From an optimization exercise on the open Yosys and OpenROAD flow, aimed at small area, a short achievable clock period and few clock cycles; shortcuts taken in it are not production practice. The RTL was checked by simulation tests, not by an equivalence proof against the original design. No activity file was given, so power comes from the tool's default toggle rates.

==> run a <==
## alu_multicycle
module alu_multicycle #(
    parameter int WIDTH   = 32,
    parameter int SHAMT_W = 5
) (
    input  logic               clk,
    input  logic               reset,
    input  logic               start,
    input  logic [3:0]         opCode,
    input  logic [WIDTH-1:0]   in1,
    input  logic [WIDTH-1:0]   in2,
    input  logic [SHAMT_W-1:0] shiftAmt,
    output logic               ready,
    output logic               valid,
    output logic [WIDTH-1:0]   result,
    output logic [WIDTH-1:0]   hi,
    output logic [WIDTH-1:0]   lo,
    output logic               overflow,
    output logic               zero,
    output logic               divByZero
);
    localparam logic [3:0] OP_AND   = 4'b0000;
    localparam logic [3:0] OP_OR    = 4'b0001;
    localparam logic [3:0] OP_ADD   = 4'b0010;
    localparam logic [3:0] OP_SRA   = 4'b0011;
    localparam logic [3:0] OP_SLL   = 4'b0100;
    localparam logic [3:0] OP_SRL   = 4'b0101;
    localparam logic [3:0] OP_SUB   = 4'b0110;
    localparam logic [3:0] OP_SLT   = 4'b0111;
    localparam logic [3:0] OP_SLTU  = 4'b1000;
    localparam logic [3:0] OP_MULT  = 4'b1001;
    localparam logic [3:0] OP_MULTU = 4'b1010;
    localparam logic [3:0] OP_DIV   = 4'b1011;
    localparam logic [3:0] OP_NOR   = 4'b1100;
    localparam logic [3:0] OP_DIVU  = 4'b1101;
    localparam int RUN = 0, MP = 1, MS = 2, DP = 3, DS = 4, DR = 5, DQ = 6;
    logic [6:0] st_q, st_d;
    logic [31:0] a_q, b_q;        
    logic [5:0]  la_q, lb_q;      
    logic        bneg_q;          
    logic [3:0]  op_q;
    logic [4:0]  sh_q;
    logic        sgn_q;           
    logic        alu_q;           
    logic [31:0] h_q, l_q;        
    logic [31:0] r_q;             
    logic        valid_q, sel_lo_q, undef_q, ovf_q, dbz_q;
    logic        qneg_q, rneg_q, dbzp_q;
    logic [4:0]  cnt_q;
    logic        xa_q, xh_q, xl_q, xinv_q;        
    logic        yone_q, ytwo_q, yinv_q, mext_q;  
    logic        zone_q, ztwo_q, zinv_q;          
    logic last, fin, accept;
    assign last   = (cnt_q == 5'd0);
    assign fin    = (st_q[MS] && last) ||
  ...
Settings: LEC_CHECK=0, CAP_MARGIN=20, CORE_MARGIN=2, CORE_UTILIZATION=40, SETUP_SLACK_MARGIN=3.0, SLEW_MARGIN=20; clock period 8.0 ns.
run.sh (not shown) runs the stock make flow with config.mk's settings and CLKGATE_MAP_FILE= SYNTH_SCRIPT=/design/flow/synth_recipe.tcl, a recipe that flattens the netlist after the stock synthesis.
==> run b: changes against run a <==
--- a/flow/design.v
+++ b/flow/design.v
@@ -27,38 +27,37 @@
     localparam logic [3:0] OP_SUB   = 4'b0110;
     localparam logic [3:0] OP_SLT   = 4'b0111;
     localparam logic [3:0] OP_SLTU  = 4'b1000;
     localparam logic [3:0] OP_MULT  = 4'b1001;
     localparam logic [3:0] OP_MULTU = 4'b1010;
     localparam logic [3:0] OP_DIV   = 4'b1011;
     localparam logic [3:0] OP_NOR   = 4'b1100;
     localparam logic [3:0] OP_DIVU  = 4'b1101;
-    localparam int RUN = 0, MP = 1, MS = 2, DP = 3, DS = 4, DR = 5, DQ = 6;
-    logic [6:0] st_q, st_d;
+    localparam int RUN = 0, MS = 1, DP = 2, DS = 3, DR = 4, DQ = 5;
+    logic [5:0] st_q, st_d;
     logic [31:0] a_q, b_q;        
     logic [5:0]  la_q, lb_q;      
     logic        bneg_q;          
     logic [3:0]  op_q;
     logic [4:0]  sh_q;
     logic        sgn_q;           
     logic        alu_q;           
     logic [31:0] h_q, l_q;        
     logic [31:0] r_q;             
     logic        valid_q, sel_lo_q, undef_q, ovf_q, dbz_q;
     logic        qneg_q, rneg_q, dbzp_q;
     logic [4:0]  cnt_q;
     logic        xa_q, xh_q, xl_q, xinv_q;        
     logic        yone_q, ytwo_q, yinv_q, mext_q;  
     logic        zone_q, ztwo_q, zinv_q;          
-    logic last, fin, accept;
-    assign last   = (cnt_q == 5'd0);
-    assign fin    = (st_q[MS] && last) ||
-                    (st_q[DS] && last && !rneg_q && !qneg_q) ||
-                    (st_q[DR] && !qneg_q) || st_q[DQ];
+    logic        msf_q;                           
+    logic last, fin, accept, last_q, fin_q, last_d, fin_d;
+    assign last   = last_q;
+    assign fin    = fin_q;
     assign ready  = st_q[RUN] || fin;
     assign accept = start && ready;
     logic an, bn;                 
     assign an = sgn_q && a_q[31];
     assign bn = sgn_q && b_q[31];
     function automatic logic [5:0] clz32(input logic [31:0] x);
         logic [15:0] z1; logic [15:0] c1;
         logic [7:0]  z2; logic [15:0] c2;
@@ -112,18 +111,18 @@
     assign sh_out  = sh_left ? rev32(sh_y) : sh_y;
     logic [39:0] xsrc, xop, yop, zop, csa_s, csa_c, s;
     logic [34:0] pmag, zmag;
     logic        cin;
     always_comb begin
         xsrc = '0;
         if (xa_q) xsrc = {8'd0, a_q};
         if (xh_q) xsrc = {8'd0, h_q};
-        if (xl_q) xsrc = {2'b00, st_q[MS] ? h_q[1:0] : 2'b00, l_q,
-                          st_q[DQ], st_q[DQ] || zinv_q, st_q[DQ], st_q[DQ]};
+        if (xl_q) xsrc = {2'b00, st_q[MS] ? h_q[1:0] : 2'b00, l_q, {4{st_q[DQ]}}};
+        xsrc[2] = xsrc[2] || zinv_q;              
     end
     assign xop  = xsrc ^ (xl_q ? {4'd0, {32{xinv_q}}, 4'd0} : {8'd0, {32{xinv_q}}});
     assign pmag = yone_q ? {{3{mext_q}}, b_q} : ytwo_q ? {{2{mext_q}}, b_q, 1'b0} : 35'd0;
     assign zmag = zone_q ? {{3{mext_q}}, b_q} : ztwo_q ? {{2{mext_q}}, b_q, 1'b0} : 35'd0;
     assign yop  = {{5{pmag[34]}}, pmag} ^ {40{yinv_q}};
     assign zop  = {{3{zmag[34] ^ zinv_q}}, zmag ^ {35{zinv_q}}, 2'b00};
     assign cin  = yinv_q || xinv_q;
     assign csa_s = xop ^ yop ^ zop;
@@ -140,160 +139,196 @@
             OP_NOR:  alu_res = ~(a_q | b_q);
             OP_ADD, OP_SUB: alu_res = s[31:0];
             OP_SRA, OP_SLL, OP_SRL: alu_res = sh_out;
             OP_SLT:  alu_res = {31'd0, s[31] ^ add_ovf};
             OP_SLTU: alu_res = {31'd0, ~c32};
             default: alu_res = '0;
         endcase
     end
-    logic [3:0]  ja, jb;          
-    logic        swp;
-    logic [4:0]  dg_first, dg_next, dg;
-    logic [25:0] upp;
+    logic [4:0]  dg;
+    logic [25:0] upp, hu;
     logic        uinc, udec;
     logic [25:0] all1, all0;      
-    assign ja  = 4'((6'd32 - la_q) >> 2);
-    assign jb  = 4'((6'd32 - lb_q) >> 2);
-    assign swp = (jb < ja);       
-    assign dg_first = swp ? pdig(b_q, bn, jb) : pdig(a_q, an, ja);
-    assign dg_next  = pdig(a_q, an, 4'(cnt_q - 5'd1));
-    assign dg       = st_q[MP] ? dg_first : dg_next;
+    logic        s1, s2, swp_in, acc_m;
+    logic [31:0] x1, x2;
+    logic [8:0]  f1, f2, o1, o2;
+    logic [4:0]  d1, d2, dg0;
+    logic [3:0]  k1, k2, kmin;
+    assign s1 = acc_sgn && in1[31];
+    assign s2 = acc_sgn && in2[31];
+    assign x1 = in1 ^ {32{s1}};
+    assign x2 = in2 ^ {32{s2}};
+    always_comb begin
+        for (int k = 0; k < 8; k++) begin
+            f1[k] = ((x1 >> (4*k + 3)) == 32'd0);
+            f2[k] = ((x2 >> (4*k + 3)) == 32'd0);
+        end
+        f1[8] = 1'b1;
+        f2[8] = 1'b1;
+        o1[0] = f1[0];
+        o2[0] = f2[0];
+        for (int k = 1; k < 9; k++) begin
+            o1[k] = f1[k] && !f1[k-1];
+            o2[k] = f2[k] && !f2[k-1];
+        end
+        d1 = '0;
+        d2 = '0;
+        k1 = '0;
+        k2 = '0;
+        for (int k = 0; k < 9; k++) begin
+            d1 = d1 | ({5{o1[k]}} & pdig(in1, s1, 4'(k)));
+            d2 = d2 | ({5{o2[k]}} & pdig(in2, s2, 4'(k)));
+            k1 = k1 | ({4{o1[k]}} & 4'(k));
+            k2 = k2 | ({4{o2[k]}} & 4'(k));
+        end
+    end
+    assign swp_in = |(f2 & ~f1);               
+    assign dg0    = swp_in ? d2 : d1;
+    assign kmin   = swp_in ? k2 : k1;
+    assign acc_m  = accept && acc_mul;
+    assign dg = acc_m ? dg0 : pdig(a_q, an, 4'(cnt_q - 5'd1));
     assign uinc = !s[39] && s[38];
     assign udec = s[39];
     logic [25:0] p1 [0:5];
     logic [25:0] p0 [0:5];
+    assign hu = msf_q ? 26'd0 : h_q[27:2];
     always_comb begin
         for (int i = 0; i < 26; i++) begin
-            p1[0][i] = (i == 0) ? 1'b1 : h_q[i+1];
-            p0[0][i] = (i == 0) ? 1'b1 : !h_q[i+1];
+            p1[0][i] = (i == 0) ? 1'b1 : hu[i-1];
+            p0[0][i] = (i == 0) ? 1'b1 : !hu[i-1];
         end
         for (int k = 0; k < 5; k++)
             for (int i = 0; i < 26; i++) begin
                 p1[k+1][i] = (i >= (1 << k)) ? (p1[k][i] && p1[k][i - (1 << k)]) : p1[k][i];
                 p0[k+1][i] = (i >= (1 << k)) ? (p0[k][i] && p0[k][i - (1 << k)]) : p0[k][i];
             end
         all1 = p1[5];
         all0 = p0[5];
         for (int i = 0; i < 26; i++)
-            upp[i] = h_q[i+2] ^ ((uinc && all1[i]) || (udec && all0[i]));
+            upp[i] = hu[i] ^ ((uinc && all1[i]) || (udec && all0[i]));
     end
     logic dge;
     assign dge = !s[39];
     logic acc_mul, acc_div, acc_alu, acc_sgn;
     assign acc_mul = (opCode == OP_MULT) || (opCode == OP_MULTU);
     assign acc_div = (opCode == OP_DIV) || (opCode == OP_DIVU);
     assign acc_alu = !acc_mul && !acc_div;
     assign acc_sgn = (opCode == OP_MULT) || (opCode == OP_DIV);
     always_comb begin
         st_d = '0;
         if (st_q[RUN] || fin) begin
-            if (accept && acc_mul)      st_d[MP]  = 1'b1;
+            if (accept && acc_mul)      st_d[MS]  = 1'b1;
             else if (accept && acc_div) st_d[DP]  = 1'b1;
             else                        st_d[RUN] = 1'b1;
         end else begin
-            if (st_q[MP])                              st_d[MS] = 1'b1;
             if (st_q[MS])                              st_d[MS] = 1'b1;
             if (st_q[DP])                              st_d[DS] = 1'b1;
             if (st_q[DS] && !last)                     st_d[DS] = 1'b1;
             if (st_q[DS] && last && rneg_q)            st_d[DR] = 1'b1;
             if (st_q[DS] && last && !rneg_q)           st_d[DQ] = 1'b1;
             if (st_q[DR])                              st_d[DQ] = 1'b1;
         end
     end
+    always_comb begin
+        last_d = 1'b0;
+        if (st_q[DP])               last_d = (dsh == 5'd0);
+        if (st_q[MS] || st_q[DS])   last_d = (cnt_q == 5'd1);
+        if (acc_m)                  last_d = (kmin == 4'd0);
+        fin_d = (st_d[MS] && last_d) ||
+                (st_d[DS] && last_d && !(st_q[DP] ? an : rneg_q) &&
+                 !(st_q[DP] ? ((an ^ bn) && (b_q != '0)) : qneg_q)) ||
+                (st_d[DR] && !qneg_q) || st_d[DQ];
+    end
     logic nz_neg, nz_one, nz_two, ny_neg, ny_one, ny_two;
     assign ny_neg = dg[2] && !(dg[1] && dg[0]);
     assign ny_one = dg[1] ^ dg[0];
     assign ny_two = (dg[2] && !dg[1] && !dg[0]) || (!dg[2] && dg[1] && dg[0]);
     assign nz_neg = dg[4] && !(dg[3] && dg[2]);
     assign nz_one = dg[3] ^ dg[2];
     assign nz_two = (dg[4] && !dg[3] && !dg[2]) || (!dg[4] && dg[3] && dg[2]);
     always_ff @(posedge clk or posedge reset) begin
         if (reset) begin
-            st_q    <= 7'd1 << RUN;
+            st_q    <= 6'd1 << RUN;
+            fin_q   <= 1'b0;
             valid_q <= 1'b0;
             alu_q   <= 1'b0;
             h_q     <= '0;
             l_q     <= '0;
             dbz_q   <= 1'b0;
         end else begin
             st_q    <= st_d;
+            fin_q   <= fin_d;
             valid_q <= (st_q[RUN] && alu_q) || fin;
             alu_q   <= accept && acc_alu;
-            if (st_q[MP]) begin
-                h_q <= '0;
-                l_q <= '0;
-            end
             if (st_q[MS]) {h_q, l_q} <= {upp, s[37:0]};
             if (st_q[DP]) begin
                 h_q   <= s[31:0];
                 l_q   <= '0;
                 dbz_q <= (b_q == '0);
             end
             if (st_q[DS]) begin
                 if (dge) h_q <= s[31:0];
                 l_q <= (last && dbzp_q) ? '1 : {l_q[30:0], dge};
             end
             if (st_q[DR]) h_q <= s[31:0];
             if (st_q[DQ]) l_q <= s[35:4];
         end
     end
     always_ff @(posedge clk) begin
+        op_q <= opCode;
+        sh_q <= shiftAmt;
+        la_q <= clz32(in1 ^ {32{acc_sgn && in1[31]}});
+        lb_q <= clz32(in2 ^ {32{acc_sgn && in2[31]}});
+        r_q  <= alu_res;
         if (ready) begin
-            a_q   <= in1;
-            b_q   <= in2;
-            op_q  <= opCode;
-            sh_q  <= shiftAmt;
+            a_q   <= (acc_mul && swp_in) ? in2 : in1;
+            b_q   <= (acc_mul && swp_in) ? in1 : in2;
             sgn_q <= acc_sgn;
-            la_q  <= clz32(in1 ^ {32{acc_sgn && in1[31]}});
-            lb_q  <= clz32(in2 ^ {32{acc_sgn && in2[31]}});
         end else begin
-            if (st_q[MP] && swp) begin
-                a_q <= b_q;
-                b_q <= a_q;
-            end
             if (st_q[DP]) b_q <= sh_out;
             if (st_q[DS]) b_q <= {bneg_q, b_q[31:1]};
         end
-        if (st_q[MP]) cnt_q <= {1'b0, swp ? jb : ja};
+        last_q <= last_d;
         if (st_q[MS] || st_q[DS]) cnt_q <= cnt_q - 5'd1;
+        if (acc_m) cnt_q <= {1'b0, kmin};
         if (st_q[DP]) begin
             cnt_q  <= dsh;
             bneg_q <= bn;
             rneg_q <= an;
             qneg_q <= (an ^ bn) && (b_q != '0);
             dbzp_q <= (b_q == '0);
             ovf_q  <= sgn_q && (a_q == 32'h8000_0000) && (b_q == 32'hFFFF_FFFF);
         end
         if (st_q[DR]) rneg_q <= 1'b0;
         xa_q   <= (st_d[RUN] && accept) || st_d[DP];
         xh_q   <= st_d[DS] || st_d[DR];
-        xl_q   <= st_d[MS] || st_d[DQ];
+        xl_q   <= (st_d[MS] && !acc_m) || st_d[DQ];
+        msf_q  <= acc_m;
         xinv_q <= (st_d[DP] && acc_sgn && in1[31]) || st_d[DR] || st_d[DQ];
         yone_q <= (st_d[RUN] && accept) || st_d[DS] || (st_d[MS] && ny_one);
         ytwo_q <= st_d[MS] && ny_two;
         yinv_q <= (st_d[RUN] && accept && ((opCode == OP_SUB) || (opCode == OP_SLT) ||
                                            (opCode == OP_SLTU))) ||
                   (st_d[DS] && !(st_q[DP] ? bn : bneg_q)) || (st_d[MS] && ny_neg);
-        mext_q <= st_d[MS] ? ((st_q[MP] && swp) ? an : bn) :
+        mext_q <= st_d[MS] ? (acc_m ? (swp_in ? s1 : s2) : bn) :
                   st_d[DS] ? (st_q[DP] ? bn : bneg_q) : 1'b0;
         zone_q <= st_d[MS] && nz_one;
         ztwo_q <= st_d[MS] && nz_two;
         zinv_q <= st_d[MS] && nz_neg;
         if (st_q[RUN] && alu_q) begin
-            r_q      <= alu_res;
             ovf_q    <= ((op_q == OP_ADD) || (op_q == OP_SUB)) && add_ovf;
             undef_q  <= (op_q == 4'hE) || (op_q == 4'hF);
             sel_lo_q <= 1'b0;
         end else if (fin) begin
             sel_lo_q <= 1'b1;
             undef_q  <= 1'b0;
             if (st_q[MS]) ovf_q <= 1'b0;
         end
     end
     assign valid     = valid_q;
     assign result    = sel_lo_q ? l_q : r_q;
-    assign zero      = sel_lo_q ? (l_q == '0) : ((r_q == '0) && !undef_q);
+    assign zero      = (result == '0) && !(undef_q && !sel_lo_q);
     assign hi        = h_q;
     assign lo        = l_q;
     assign overflow  = ovf_q;
     assign divByZero = dbz_q;
 endmodule
==> run c: changes against run a <==
--- a/flow/design.v
+++ b/flow/design.v
@@ -44,21 +44,19 @@
     logic [31:0] h_q, l_q;        
     logic [31:0] r_q;             
     logic        valid_q, sel_lo_q, undef_q, ovf_q, dbz_q;
     logic        qneg_q, rneg_q, dbzp_q;
     logic [4:0]  cnt_q;
     logic        xa_q, xh_q, xl_q, xinv_q;        
     logic        yone_q, ytwo_q, yinv_q, mext_q;  
     logic        zone_q, ztwo_q, zinv_q;          
-    logic last, fin, accept;
-    assign last   = (cnt_q == 5'd0);
-    assign fin    = (st_q[MS] && last) ||
-                    (st_q[DS] && last && !rneg_q && !qneg_q) ||
-                    (st_q[DR] && !qneg_q) || st_q[DQ];
+    logic last, fin, accept, last_q, fin_q, last_d, fin_d;
+    assign last   = last_q;
+    assign fin    = fin_q;
     assign ready  = st_q[RUN] || fin;
     assign accept = start && ready;
     logic an, bn;                 
     assign an = sgn_q && a_q[31];
     assign bn = sgn_q && b_q[31];
     function automatic logic [5:0] clz32(input logic [31:0] x);
         logic [15:0] z1; logic [15:0] c1;
         logic [7:0]  z2; logic [15:0] c2;
@@ -142,26 +140,30 @@
             OP_SRA, OP_SLL, OP_SRL: alu_res = sh_out;
             OP_SLT:  alu_res = {31'd0, s[31] ^ add_ovf};
             OP_SLTU: alu_res = {31'd0, ~c32};
             default: alu_res = '0;
         endcase
     end
     logic [3:0]  ja, jb;          
     logic        swp;
-    logic [4:0]  dg_first, dg_next, dg;
+    logic [4:0]  dg;
     logic [25:0] upp;
     logic        uinc, udec;
     logic [25:0] all1, all0;      
     assign ja  = 4'((6'd32 - la_q) >> 2);
     assign jb  = 4'((6'd32 - lb_q) >> 2);
     assign swp = (jb < ja);       
-    assign dg_first = swp ? pdig(b_q, bn, jb) : pdig(a_q, an, ja);
-    assign dg_next  = pdig(a_q, an, 4'(cnt_q - 5'd1));
-    assign dg       = st_q[MP] ? dg_first : dg_next;
+    logic [31:0] mpl;
+    logic        mpl_s;
+    logic [3:0]  dg_i;
+    assign mpl   = (st_q[MP] && swp) ? b_q : a_q;
+    assign mpl_s = (st_q[MP] && swp) ? bn : an;
+    assign dg_i  = st_q[MP] ? (swp ? jb : ja) : 4'(cnt_q - 5'd1);
+    assign dg    = pdig(mpl, mpl_s, dg_i);
     assign uinc = !s[39] && s[38];
     assign udec = s[39];
     logic [25:0] p1 [0:5];
     logic [25:0] p0 [0:5];
     always_comb begin
         for (int i = 0; i < 26; i++) begin
             p1[0][i] = (i == 0) ? 1'b1 : h_q[i+1];
             p0[0][i] = (i == 0) ? 1'b1 : !h_q[i+1];
@@ -194,33 +196,45 @@
             if (st_q[MS])                              st_d[MS] = 1'b1;
             if (st_q[DP])                              st_d[DS] = 1'b1;
             if (st_q[DS] && !last)                     st_d[DS] = 1'b1;
             if (st_q[DS] && last && rneg_q)            st_d[DR] = 1'b1;
             if (st_q[DS] && last && !rneg_q)           st_d[DQ] = 1'b1;
             if (st_q[DR])                              st_d[DQ] = 1'b1;
         end
     end
+    always_comb begin
+        last_d = 1'b0;
+        if (st_q[MP])               last_d = ((swp ? jb : ja) == 4'd0);
+        if (st_q[DP])               last_d = (dsh == 5'd0);
+        if (st_q[MS] || st_q[DS])   last_d = (cnt_q == 5'd1);
+        fin_d = (st_d[MS] && last_d) ||
+                (st_d[DS] && last_d && !(st_q[DP] ? an : rneg_q) &&
+                 !(st_q[DP] ? ((an ^ bn) && (b_q != '0)) : qneg_q)) ||
+                (st_d[DR] && !qneg_q) || st_d[DQ];
+    end
     logic nz_neg, nz_one, nz_two, ny_neg, ny_one, ny_two;
     assign ny_neg = dg[2] && !(dg[1] && dg[0]);
     assign ny_one = dg[1] ^ dg[0];
     assign ny_two = (dg[2] && !dg[1] && !dg[0]) || (!dg[2] && dg[1] && dg[0]);
     assign nz_neg = dg[4] && !(dg[3] && dg[2]);
     assign nz_one = dg[3] ^ dg[2];
     assign nz_two = (dg[4] && !dg[3] && !dg[2]) || (!dg[4] && dg[3] && dg[2]);
     always_ff @(posedge clk or posedge reset) begin
         if (reset) begin
             st_q    <= 7'd1 << RUN;
+            fin_q   <= 1'b0;
             valid_q <= 1'b0;
             alu_q   <= 1'b0;
             h_q     <= '0;
             l_q     <= '0;
             dbz_q   <= 1'b0;
         end else begin
             st_q    <= st_d;
+            fin_q   <= fin_d;
             valid_q <= (st_q[RUN] && alu_q) || fin;
             alu_q   <= accept && acc_alu;
             if (st_q[MP]) begin
                 h_q <= '0;
                 l_q <= '0;
             end
             if (st_q[MS]) {h_q, l_q} <= {upp, s[37:0]};
             if (st_q[DP]) begin
@@ -232,32 +246,34 @@
                 if (dge) h_q <= s[31:0];
                 l_q <= (last && dbzp_q) ? '1 : {l_q[30:0], dge};
             end
             if (st_q[DR]) h_q <= s[31:0];
             if (st_q[DQ]) l_q <= s[35:4];
         end
     end
     always_ff @(posedge clk) begin
+        op_q <= opCode;
+        sh_q <= shiftAmt;
+        la_q <= clz32(in1 ^ {32{acc_sgn && in1[31]}});
+        lb_q <= clz32(in2 ^ {32{acc_sgn && in2[31]}});
+        r_q  <= alu_res;
         if (ready) begin
             a_q   <= in1;
             b_q   <= in2;
-            op_q  <= opCode;
-            sh_q  <= shiftAmt;
             sgn_q <= acc_sgn;
-            la_q  <= clz32(in1 ^ {32{acc_sgn && in1[31]}});
-            lb_q  <= clz32(in2 ^ {32{acc_sgn && in2[31]}});
         end else begin
-            if (st_q[MP] && swp) begin
-                a_q <= b_q;
-                b_q <= a_q;
+            if (st_q[MP]) begin
+                a_q <= mpl;
+                if (swp) b_q <= a_q;
             end
             if (st_q[DP]) b_q <= sh_out;
             if (st_q[DS]) b_q <= {bneg_q, b_q[31:1]};
         end
+        last_q <= last_d;
         if (st_q[MP]) cnt_q <= {1'b0, swp ? jb : ja};
         if (st_q[MS] || st_q[DS]) cnt_q <= cnt_q - 5'd1;
         if (st_q[DP]) begin
             cnt_q  <= dsh;
             bneg_q <= bn;
             rneg_q <= an;
             qneg_q <= (an ^ bn) && (b_q != '0);
             dbzp_q <= (b_q == '0);
@@ -274,26 +290,25 @@
                                            (opCode == OP_SLTU))) ||
                   (st_d[DS] && !(st_q[DP] ? bn : bneg_q)) || (st_d[MS] && ny_neg);
         mext_q <= st_d[MS] ? ((st_q[MP] && swp) ? an : bn) :
                   st_d[DS] ? (st_q[DP] ? bn : bneg_q) : 1'b0;
         zone_q <= st_d[MS] && nz_one;
         ztwo_q <= st_d[MS] && nz_two;
         zinv_q <= st_d[MS] && nz_neg;
         if (st_q[RUN] && alu_q) begin
-            r_q      <= alu_res;
             ovf_q    <= ((op_q == OP_ADD) || (op_q == OP_SUB)) && add_ovf;
             undef_q  <= (op_q == 4'hE) || (op_q == 4'hF);
             sel_lo_q <= 1'b0;
         end else if (fin) begin
             sel_lo_q <= 1'b1;
             undef_q  <= 1'b0;
             if (st_q[MS]) ovf_q <= 1'b0;
         end
     end
     assign valid     = valid_q;
     assign result    = sel_lo_q ? l_q : r_q;
-    assign zero      = sel_lo_q ? (l_q == '0) : ((r_q == '0) && !undef_q);
+    assign zero      = (result == '0) && !(undef_q && !sel_lo_q);
     assign hi        = h_q;
     assign lo        = l_q;
     assign overflow  = ovf_q;
     assign divByZero = dbz_q;
 endmodule
==> summary of the runs <==
Against run c, the first-iteration DRC count of run b is larger by 22%.
Of run c and run b, run c has the higher total power (gap 11%, measured against run b).
Synthesized cell count, lowest first: run a, run c, run b.
Non-clock buffer count: run c is lower than run b (81).
Routed wire length: run c < run a < run b.
Testbench counts of run a, summed over its fixed seeds: cycles 10,138.
Testbench counts of run b, summed over its fixed seeds: cycles 9,466.
Testbench counts of run c, summed over its fixed seeds: cycles 10,138.

-- afterwards: timing with drivers on the ports --
In the flow no input, the clock included, has a driving cell. The finished layouts below were timed again as built, in two steps.
Step 1 assumes that a clkbuf_16 drives the clock port and a buf_2 every other input.
Step 2 also shifts input and output timing later by t, the mid clock arrival at the registers, as if the neighbouring blocks saw the same clock.
Slacks: ideal / step 1 / step 2; pairs: ideal / step 1.
run | t, ns | setup slack, ns | worst hold slack (ns) | worst register clock-pin slew, ns | cell pins on the clock port's net
run a | 0.661 | 3.007 / 3.007 / 2.574 | 0.504 / 0.504 / 0.504 | 0.08 / 0.08 | 1
run b | 0.669 | 3.056 / 3.056 / 2.452 | 0.486 / 0.486 / 0.486 | 0.07 / 0.07 | 1
run c | 0.666 | 3.091 / 3.091 / 2.680 | 0.505 / 0.505 / 0.505 | 0.08 / 0.08 | 1
After both steps setup and hold are still met in every run listed. The setup slack of run b, which loses most, moves by 0.000 ns with the drivers and by -0.604 ns with both steps.
